This is an optimization exercise on Yosys and OpenROAD, whose aim is small area, not a production implementation. Only simulation tests tie the RTL to the original design; equivalence was not proved.

==> inputs of job 7771 <==
// peak_top
module peak_top (
  input  logic        CLK,
  input  logic        RST_N,
  output logic        fetch_req_valid,
  output logic [31:0] fetch_req_addr,
  input  logic        fetch_rsp_ready,
  input  logic [31:0] fetch_rsp_rdata,
  output logic        data_req_valid,
  output logic [3:0]  data_req_wstb,
  output logic [31:0] data_req_addr,
  output logic [31:0] data_req_wdata,
  input  logic        data_rsp_ready,
  input  logic [31:0] data_rsp_rdata,
  input  logic        halt_req,
  input  logic        resume_req,
  output logic        halted,
  output logic        resuming,
  output logic        running,
  input  logic        dbg_req_en,
  input  logic        dbg_req_wr,
  input  logic [15:0] dbg_req_addr,
  input  logic [31:0] dbg_req_wdata,
  output logic [31:0] dbg_rdata
);
  peak_core #(
    .START_ADDR (32'h0000_0100)
  ) u_core (
    .CLK             (CLK),
    .RST_N           (RST_N),
    .fetch_req_valid (fetch_req_valid),
    .fetch_req_addr  (fetch_req_addr),
    .fetch_rsp_ready (fetch_rsp_ready),
    .fetch_rsp_rdata (fetch_rsp_rdata),
    .data_req_valid  (data_req_valid),
    .data_req_wstb   (data_req_wstb),
    .data_req_addr   (data_req_addr),
    .data_req_wdata  (data_req_wdata),
    .data_rsp_ready  (data_rsp_ready),
    .data_rsp_rdata  (data_rsp_rdata),
    .halt_req        (halt_req),
    .resume_req      (resume_req),
    .halted          (halted),
    .resuming        (resuming),
    .running         (running),
    .dbg_req_en      (dbg_req_en),
    .dbg_req_wr      (dbg_req_wr),
    .dbg_req_addr    (dbg_req_addr),
    .dbg_req_wdata   (dbg_req_wdata),
    .dbg_rdata       (dbg_rdata)
  );
endmodule
==> module peak_lsu, before the edit <==
module peak_lsu (
  input  logic [2:0]  f3,
  input  logic        store,
  input  logic [1:0]  lane,
  input  logic [31:0] rs2_val,
  input  logic [31:0] rdata,
  output logic [31:0] wdata,
  output logic [3:0]  wstb,
  output logic [31:0] load_val
);
  logic        byte_op;
  logic        half_op;
  logic [1:0]  ld_lane;
  logic [31:0] shifted;
  logic        sign;
  assign byte_op = (f3[1:0] == 2'b00);
  assign half_op = (f3[1:0] == 2'b01);
  assign wdata[7:0]   = rs2_val[7:0];
  assign wdata[15:8]  = byte_op ? rs2_val[7:0] : rs2_val[15:8];
  assign wdata[23:16] = f3[1] ? rs2_val[23:16] : rs2_val[7:0];
  assign wdata[31:24] = byte_op ? rs2_val[7:0] : (half_op ? rs2_val[15:8] : rs2_val[31:24]);
  always_comb begin
    if (!store) begin
      wstb = 4'b0000;
    end else if (byte_op) begin
      wstb = 4'b0001 << lane;
    end else if (half_op) begin
      wstb = lane[1] ? 4'b1100 : 4'b0011;
    end else begin
      wstb = 4'b1111;
    end
  end
  assign ld_lane = f3[1] ? 2'b00 : lane;
  assign shifted = rdata >> {ld_lane, 3'b000};
  assign sign    = ~f3[2] & (byte_op ? shifted[7] : shifted[15]);
  assign load_val[7:0]   = shifted[7:0];
  assign load_val[15:8]  = byte_op ? {8{sign}} : shifted[15:8];
  assign load_val[31:16] = f3[1] ? shifted[31:16] : {16{sign}};
endmodule
clock: 20.0 ns
lec_check: 0
abc_area: 0
cap_margin: 20
core_margin: 2
core_utilization: 40
cts_buf_list: sky130_fd_sc_hd__clkbuf_4 sky130_fd_sc_hd__clkbuf_8
slew_margin: 20
synth_hierarchical: 1
run.sh (not shown) runs the stock make flow with config.mk's settings and CLKGATE_MAP_FILE= SYNTH_SCRIPT=/design/flow/synth_recipe.tcl, a recipe that flattens the netlist after the stock synthesis.
==> job 2202: changes against job 7771 <==
--- a/flow/design.v
+++ b/flow/design.v
@@ -283,15 +283,15 @@
   output logic [31:0] load_val
 );
-  logic        byte_op;
-  logic        half_op;
-  logic [1:0]  ld_lane;
-  logic [31:0] shifted;
-  logic        sign;
+  logic       byte_op;
+  logic       half_op;
+  logic       word_op;
+  logic [3:0] l;           
+  logic [2:0] h;           
+  logic       sign;
+  logic       bs_n;        
+  logic       sx;          
   assign byte_op = (f3[1:0] == 2'b00);
   assign half_op = (f3[1:0] == 2'b01);
-  assign wdata[7:0]   = rs2_val[7:0];
-  assign wdata[15:8]  = byte_op ? rs2_val[7:0] : rs2_val[15:8];
-  assign wdata[23:16] = f3[1] ? rs2_val[23:16] : rs2_val[7:0];
-  assign wdata[31:24] = byte_op ? rs2_val[7:0] : (half_op ? rs2_val[15:8] : rs2_val[31:24]);
+  assign word_op = f3[1];
   always_comb begin
     if (!store) begin
@@ -305,10 +305,61 @@
     end
   end
-  assign ld_lane = f3[1] ? 2'b00 : lane;
-  assign shifted = rdata >> {ld_lane, 3'b000};
-  assign sign    = ~f3[2] & (byte_op ? shifted[7] : shifted[15]);
-  assign load_val[7:0]   = shifted[7:0];
-  assign load_val[15:8]  = byte_op ? {8{sign}} : shifted[15:8];
-  assign load_val[31:16] = f3[1] ? shifted[31:16] : {16{sign}};
+  logic byte_n;
+  logic word_n;
+  assign byte_n = ~byte_op;
+  assign word_n = ~word_op;
+  assign wdata[7:0] = rs2_val[7:0];
+  for (genvar j = 0; j < 8; j++) begin : g_st
+    logic [5:0] t;
+    cl_nand2 u_1a (.a(byte_op), .b(rs2_val[j]),      .y(t[0]));
+    cl_nand2 u_1b (.a(byte_n),  .b(rs2_val[8 + j]),  .y(t[1]));
+    cl_nand2 u_1  (.a(t[0]),    .b(t[1]),            .y(wdata[8 + j]));
+    cl_nand2 u_2a (.a(word_op), .b(rs2_val[16 + j]), .y(t[2]));
+    cl_nand2 u_2b (.a(word_n),  .b(rs2_val[j]),      .y(t[3]));
+    cl_nand2 u_2  (.a(t[2]),    .b(t[3]),            .y(wdata[16 + j]));
+    cl_nand2 u_3a (.a(word_op), .b(rs2_val[24 + j]), .y(t[4]));
+    cl_nand2 u_3b (.a(word_n),  .b(wdata[8 + j]),    .y(t[5]));
+    cl_nand2 u_3  (.a(t[4]),    .b(t[5]),            .y(wdata[24 + j]));
+  end
+  assign l[0] = word_op | (lane == 2'd0);
+  assign l[1] = ~word_op & (lane == 2'd1);
+  assign l[2] = ~word_op & (lane == 2'd2);
+  assign l[3] = ~word_op & (lane == 2'd3);
+  assign h[0] = ~byte_op & l[0];
+  assign h[1] = half_op & l[1];
+  assign h[2] = half_op & l[2];
+  always_comb begin
+    if (byte_op) begin
+      sign = rdata[{lane, 3'd7}];
+    end else begin
+      case (lane)
+        2'd0:    sign = rdata[15];
+        2'd1:    sign = rdata[23];
+        2'd2:    sign = rdata[31];
+        default: sign = 1'b0;
+      endcase
+    end
+    sign = sign & ~f3[2];
+  end
+  assign bs_n = ~(byte_op & sign);
+  assign sx   = ~word_op & sign;
+  for (genvar j = 0; j < 8; j++) begin : g_ld
+    logic n0, n1, n2;
+    cl_a22oi u_l0 (.a1(l[0]), .a2(rdata[j]),      .b1(l[1]), .b2(rdata[8 + j]),  .y(n0));
+    cl_a22oi u_l1 (.a1(l[2]), .a2(rdata[16 + j]), .b1(l[3]), .b2(rdata[24 + j]), .y(n1));
+    cl_nand2 u_lo (.a(n0), .b(n1), .y(load_val[j]));
+    cl_a222oi u_h (
+      .a1(h[0]), .a2(rdata[8 + j]),
+      .b1(h[1]), .b2(rdata[16 + j]),
+      .c1(h[2]), .c2(rdata[24 + j]),
+      .y(n2)
+    );
+    cl_nand2 u_ho (.a(n2), .b(bs_n), .y(load_val[8 + j]));
+  end
+  for (genvar j = 16; j < 32; j++) begin : g_up
+    logic n3;
+    cl_a21oi u_u (.a1(word_op), .a2(rdata[j]), .b1(sx), .y(n3));
+    cl_inv   u_i (.a(n3), .y(load_val[j]));
+  end
 endmodule
 `timescale 1ns/1ps
==> flow/flow/run.sh (new file) <==
#!/bin/bash
# Layout: the standard synthesis and layout steps, with 1x buffers on
# the ports and a clock tree of larger sink clusters without dummy loads.
# Each call's full output goes to its own log in this folder; ORFS keeps
# every step's log under orfs/logs.
set -euo pipefail
bash standard.sh synth > synth.log 2>&1
bash standard.sh \
  'BUFFER_PORTS_ARGS=-buffer_cell sky130_fd_sc_hd__buf_1' \
  'CTS_ARGS=-sink_clustering_enable -repair_clock_nets -dont_use_dummy_load -sink_clustering_size 20 -sink_clustering_max_diameter 100' \
  finish > layout.log 2>&1
==> flow/standard.sh (new file) <==
#!/bin/bash
# synth_recipe.tcl (not shown) runs the flow's synth.tcl, then flattens the netlist and writes it again
# the make line also repeats each setting of config.mk as NAME=value (left out here)
make -C /OpenROAD-flow-scripts/flow DESIGN_CONFIG=/design/flow/config.mk WORK_HOME=/design/flow/orfs CLKGATE_MAP_FILE= SYNTH_SCRIPT=/design/flow/synth_recipe.tcl "${@:-finish}"
- CTS_BUF_LIST: sky130_fd_sc_hd__clkbuf_4 sky130_fd_sc_hd__clkbuf_8 -> unset
- CTS_CLUSTER_DIAMETER: unset -> 100
- CTS_CLUSTER_SIZE: unset -> 20
removed: flow/run.sh
==> comparison <==
- Job 7771 completed with no timing, DRC or antenna violations. Job 2202 went through all stages and came out clean.
- Between job 7771 and job 2202, the lower fmax is in job 7771 (gap about 2.5%, measured against job 2202).
- Clock skew: job 7771 is higher than job 2202 (17 ps).
- Cell count: job 2202 is lower than job 7771 (about 3.2%).
- Final area: job 2202 is lower than job 7771 (5.7%).

---

==> run a: inputs <==
peak_top, a different RTL version from the one above (not shown whole).
==> flow/design.v (excerpt) <==
module peak_top (
  input  logic        CLK,
  input  logic        RST_N,
  output logic        fetch_req_valid,
  output logic [31:0] fetch_req_addr,
  input  logic        fetch_rsp_ready,
  input  logic [31:0] fetch_rsp_rdata,
  output logic        data_req_valid,
  output logic [3:0]  data_req_wstb,
  output logic [31:0] data_req_addr,
  output logic [31:0] data_req_wdata,
  input  logic        data_rsp_ready,
  input  logic [31:0] data_rsp_rdata,
  input  logic        halt_req,
  input  logic        resume_req,
  output logic        halted,
  output logic        resuming,
  output logic        running,
  input  logic        dbg_req_en,
  input  logic        dbg_req_wr,
  input  logic [15:0] dbg_req_addr,
  input  logic [31:0] dbg_req_wdata,
  output logic [31:0] dbg_rdata
);
==> module peak_regfile, before the edit <==
module peak_regfile (
  input  logic        CLK,
  input  logic [4:0]  ra,
  input  logic        ra_en,
  output logic [31:0] ra_val,
  input  logic [4:0]  rb,
  output logic [31:0] rb_val,
  input  logic        we,
  input  logic [4:0]  wa,
  input  logic [31:0] wd
);
  logic [31:0] regs [1:31];
  logic [31:1] sel_a;
  logic [31:1] sel_b;
  logic [31:1] sel_w;
  logic [7:0] hi_a_n, hi_b_n, hi_w_n;
  logic [3:0] lo_a_n, lo_b_n, lo_w_n;
  always_comb begin
    for (int h = 0; h < 8; h++) begin
      hi_a_n[h] = ~(ra_en & (ra[4:2] == 3'(h)));
      hi_b_n[h] = ~(rb[4:2] == 3'(h));
      hi_w_n[h] = ~(we & (wa[4:2] == 3'(h)));
    end
    for (int l = 0; l < 4; l++) begin
      lo_a_n[l] = ~(ra[1:0] == 2'(l));
      lo_b_n[l] = ~(rb[1:0] == 2'(l));
      lo_w_n[l] = ~(wa[1:0] == 2'(l));
    end
  end
  for (genvar r = 1; r < 32; r++) begin : g_dec
    cl_nor2 u_a (.a(hi_a_n[r >> 2]), .b(lo_a_n[r & 3]), .y(sel_a[r]));
    cl_nor2 u_b (.a(hi_b_n[r >> 2]), .b(lo_b_n[r & 3]), .y(sel_b[r]));
    cl_nor2 u_w (.a(hi_w_n[r >> 2]), .b(lo_w_n[r & 3]), .y(sel_w[r]));
  end
  for (genvar r = 1; r < 32; r++) begin : g_reg
    always_ff @(posedge CLK) begin
      if (sel_w[r]) begin
        regs[r] <= wd;
      end
    end
  end
  for (genvar b = 0; b < 32; b++) begin : g_bit
    logic [31:1] col;
    for (genvar r = 1; r < 32; r++) begin : g_col
      assign col[r] = regs[r][b];
    end
    peak_rdsel u_ra (.sel(sel_a), .d(col), .q(ra_val[b]));
    peak_rdsel u_rb (.sel(sel_b), .d(col), .q(rb_val[b]));
  end
endmodule
==> module peak_lsu, before the edit <==
module peak_lsu (
  input  logic [2:0]  f3,
  input  logic        store,
  input  logic [1:0]  lane,
  input  logic [31:0] rs2_val,
  input  logic [31:0] rdata,
  output logic [31:0] wdata,
  output logic [3:0]  wstb,
  output logic [31:0] load_val
);
  logic       byte_op;
  logic       half_op;
  logic       word_op;
  logic [3:0] l;           
  logic [2:0] h;           
  logic       sign;
  logic       bs_n;        
  logic       sx_n;        
  assign byte_op = (f3[1:0] == 2'b00);
  assign half_op = (f3[1:0] == 2'b01);
  assign word_op = f3[1];
  always_comb begin
    if (!store) begin
      wstb = 4'b0000;
    end else if (byte_op) begin
      wstb = 4'b0001 << lane;
    end else if (half_op) begin
      wstb = lane[1] ? 4'b1100 : 4'b0011;
    end else begin
      wstb = 4'b1111;
    end
  end
  logic byte_n;
  logic word_n;
  assign byte_n = ~byte_op;
  assign word_n = ~word_op;
  assign wdata[7:0] = rs2_val[7:0];
  for (genvar j = 0; j < 8; j++) begin : g_st
    logic [5:0] t;
    cl_nand2 u_1a (.a(byte_op), .b(rs2_val[j]),      .y(t[0]));
    cl_nand2 u_1b (.a(byte_n),  .b(rs2_val[8 + j]),  .y(t[1]));
    cl_nand2 u_1  (.a(t[0]),    .b(t[1]),            .y(wdata[8 + j]));
    cl_nand2 u_2a (.a(word_op), .b(rs2_val[16 + j]), .y(t[2]));
    cl_nand2 u_2b (.a(word_n),  .b(rs2_val[j]),      .y(t[3]));
    cl_nand2 u_2  (.a(t[2]),    .b(t[3]),            .y(wdata[16 + j]));
    cl_nand2 u_3a (.a(word_op), .b(rs2_val[24 + j]), .y(t[4]));
    cl_nand2 u_3b (.a(word_n),  .b(wdata[8 + j]),    .y(t[5]));
    cl_nand2 u_3  (.a(t[4]),    .b(t[5]),            .y(wdata[24 + j]));
  end
  assign l[0] = word_op | (lane == 2'd0);
  assign l[1] = ~word_op & (lane == 2'd1);
  assign l[2] = ~word_op & (lane == 2'd2);
  assign l[3] = ~word_op & (lane == 2'd3);
  assign h[0] = ~byte_op & l[0];
  assign h[1] = half_op & l[1];
  assign h[2] = half_op & l[2];
  always_comb begin
    if (byte_op) begin
      sign = rdata[{lane, 3'd7}];
    end else begin
      case (lane)
        2'd0:    sign = rdata[15];
        2'd1:    sign = rdata[23];
        2'd2:    sign = rdata[31];
        default: sign = 1'b0;
      endcase
    end
    sign = sign & ~f3[2];
  end
  assign bs_n = ~(byte_op & sign);
  assign sx_n = ~(~word_op & sign);
  for (genvar j = 0; j < 8; j++) begin : g_ld
    logic n0, n1, n2;
    cl_a222oi u_l0 (
      .a1(l[0]), .a2(rdata[j]),
      .b1(l[1]), .b2(rdata[8 + j]),
      .c1(l[2]), .c2(rdata[16 + j]),
      .y(n0)
    );
    cl_nand2 u_l1 (.a(l[3]), .b(rdata[24 + j]), .y(n1));
    cl_nand2 u_lo (.a(n0), .b(n1), .y(load_val[j]));
    cl_a222oi u_h (
      .a1(h[0]), .a2(rdata[8 + j]),
      .b1(h[1]), .b2(rdata[16 + j]),
      .c1(h[2]), .c2(rdata[24 + j]),
      .y(n2)
    );
    cl_nand2 u_ho (.a(n2), .b(bs_n), .y(load_val[8 + j]));
  end
  for (genvar j = 16; j < 32; j++) begin : g_up
    logic n3;
    cl_nand2 u_u (.a(word_op), .b(rdata[j]), .y(n3));
    cl_nand2 u_i (.a(n3), .b(sx_n), .y(load_val[j]));
  end
endmodule
Settings: LEC_CHECK=0, ABC_AREA=0, CAP_MARGIN=20, CORE_MARGIN=2, CORE_UTILIZATION=40, CTS_CLUSTER_DIAMETER=100, CTS_CLUSTER_SIZE=20, SLEW_MARGIN=20, SYNTH_HIERARCHICAL=1; clock period 20.0 ns.
standard.sh (not shown) runs the stock make flow with config.mk's settings and CLKGATE_MAP_FILE= SYNTH_SCRIPT=/design/flow/synth_recipe.tcl, a recipe that flattens the netlist after the stock synthesis.
==> flow/flow/run.sh <==
#!/bin/bash
# Layout: the standard synthesis and layout steps, with 1x buffers on
# the ports and a clock tree of larger sink clusters without dummy loads.
# Each call's full output goes to its own log in this folder; ORFS keeps
# every step's log under orfs/logs.
set -euo pipefail
bash standard.sh synth > synth.log 2>&1
bash standard.sh \
  'BUFFER_PORTS_ARGS=-buffer_cell sky130_fd_sc_hd__buf_1' \
  'CTS_ARGS=-sink_clustering_enable -repair_clock_nets -dont_use_dummy_load -sink_clustering_size 14 -sink_clustering_max_diameter 70 -buf_list sky130_fd_sc_hd__clkbuf_8' \
  finish > layout.log 2>&1
==> run b: changes against run a <==
--- a/flow/design.v
+++ b/flow/design.v
@@ -227,20 +227,8 @@
   logic [31:1] sel_w;
-  logic [7:0] hi_a_n, hi_b_n, hi_w_n;
-  logic [3:0] lo_a_n, lo_b_n, lo_w_n;
   always_comb begin
-    for (int h = 0; h < 8; h++) begin
-      hi_a_n[h] = ~(ra_en & (ra[4:2] == 3'(h)));
-      hi_b_n[h] = ~(rb[4:2] == 3'(h));
-      hi_w_n[h] = ~(we & (wa[4:2] == 3'(h)));
+    for (int r = 1; r < 32; r++) begin
+      sel_a[r] = ra_en & (ra == 5'(r));
+      sel_b[r] = (rb == 5'(r));
+      sel_w[r] = we & (wa == 5'(r));
     end
-    for (int l = 0; l < 4; l++) begin
-      lo_a_n[l] = ~(ra[1:0] == 2'(l));
-      lo_b_n[l] = ~(rb[1:0] == 2'(l));
-      lo_w_n[l] = ~(wa[1:0] == 2'(l));
-    end
-  end
-  for (genvar r = 1; r < 32; r++) begin : g_dec
-    cl_nor2 u_a (.a(hi_a_n[r >> 2]), .b(lo_a_n[r & 3]), .y(sel_a[r]));
-    cl_nor2 u_b (.a(hi_b_n[r >> 2]), .b(lo_b_n[r & 3]), .y(sel_b[r]));
-    cl_nor2 u_w (.a(hi_w_n[r >> 2]), .b(lo_w_n[r & 3]), .y(sel_w[r]));
   end
@@ -303,3 +291,3 @@
   logic       bs_n;        
-  logic       sx_n;        
+  logic       sx;          
   assign byte_op = (f3[1:0] == 2'b00);
@@ -356,12 +344,7 @@
   assign bs_n = ~(byte_op & sign);
-  assign sx_n = ~(~word_op & sign);
+  assign sx   = ~word_op & sign;
   for (genvar j = 0; j < 8; j++) begin : g_ld
     logic n0, n1, n2;
-    cl_a222oi u_l0 (
-      .a1(l[0]), .a2(rdata[j]),
-      .b1(l[1]), .b2(rdata[8 + j]),
-      .c1(l[2]), .c2(rdata[16 + j]),
-      .y(n0)
-    );
-    cl_nand2 u_l1 (.a(l[3]), .b(rdata[24 + j]), .y(n1));
+    cl_a22oi u_l0 (.a1(l[0]), .a2(rdata[j]),      .b1(l[1]), .b2(rdata[8 + j]),  .y(n0));
+    cl_a22oi u_l1 (.a1(l[2]), .a2(rdata[16 + j]), .b1(l[3]), .b2(rdata[24 + j]), .y(n1));
     cl_nand2 u_lo (.a(n0), .b(n1), .y(load_val[j]));
@@ -377,4 +360,4 @@
     logic n3;
-    cl_nand2 u_u (.a(word_op), .b(rdata[j]), .y(n3));
-    cl_nand2 u_i (.a(n3), .b(sx_n), .y(load_val[j]));
+    cl_a21oi u_u (.a1(word_op), .a2(rdata[j]), .b1(sx), .y(n3));
+    cl_inv   u_i (.a(n3), .y(load_val[j]));
   end
==> flow/run.sh (new file) <==
#!/bin/bash
# synth_recipe.tcl (not shown) runs the flow's synth.tcl, then flattens the netlist and writes it again
# the make line also repeats each setting of config.mk as NAME=value (left out here)
make -C /OpenROAD-flow-scripts/flow DESIGN_CONFIG=/design/flow/config.mk WORK_HOME=/design/flow/orfs CLKGATE_MAP_FILE= SYNTH_SCRIPT=/design/flow/synth_recipe.tcl finish
removed: flow/flow/run.sh
removed: flow/standard.sh
==> comparison <==
- In run b the die area is larger than in run a, by about 0.5%.
- Against run b, the via count of run a is lower by about 0.44%.
- Between run a and run b, the lower synthesized cell count is in run a (gap about 0.4%, measured against run b).
- In run a the fmax is larger than in run b, by about 4.6%.
- In critical path depth, run b and run a do not differ.

## separate check: timing with driven ports
No port has a modelled driver above. Below, the same layouts with a new extraction and two added sets of constraints. Step 1 assumes that a clkbuf_16 drives the clock port and a buf_2 every other input. Step 2 moves the port delays by t, midway between the first and last clock arrival at a register: inputs arrive t later, outputs are due t later. That takes back most of the time a late clock gives input paths. Three values: ideal, step 1, step 2; two values: the first two.
| run | shift t [ns] | setup WS [ns] | clock arrival spread, ns | worst data-port slew with drivers (ns) |
|---|---|---|---|---|
| job 7771 | 0.934 | 0.731 / 0.704 / 0.704 | 0.087 / 0.087 | 0.16 |
| job 2202 | 0.775 | 1.204 / 1.182 / 1.182 | 0.071 / 0.070 | 0.10 |
| run a | 0.780 | 1.534 / 1.501 / 1.501 | 0.115 / 0.116 | 0.09 |
| run b | 0.790 | 0.680 / 0.649 / 0.649 | 0.072 / 0.073 | 0.12 |
After both steps every run listed still meets setup and hold. For run a, which loses most, drivers alone change the setup slack by -0.033 ns; drivers and shift together by -0.033 ns.
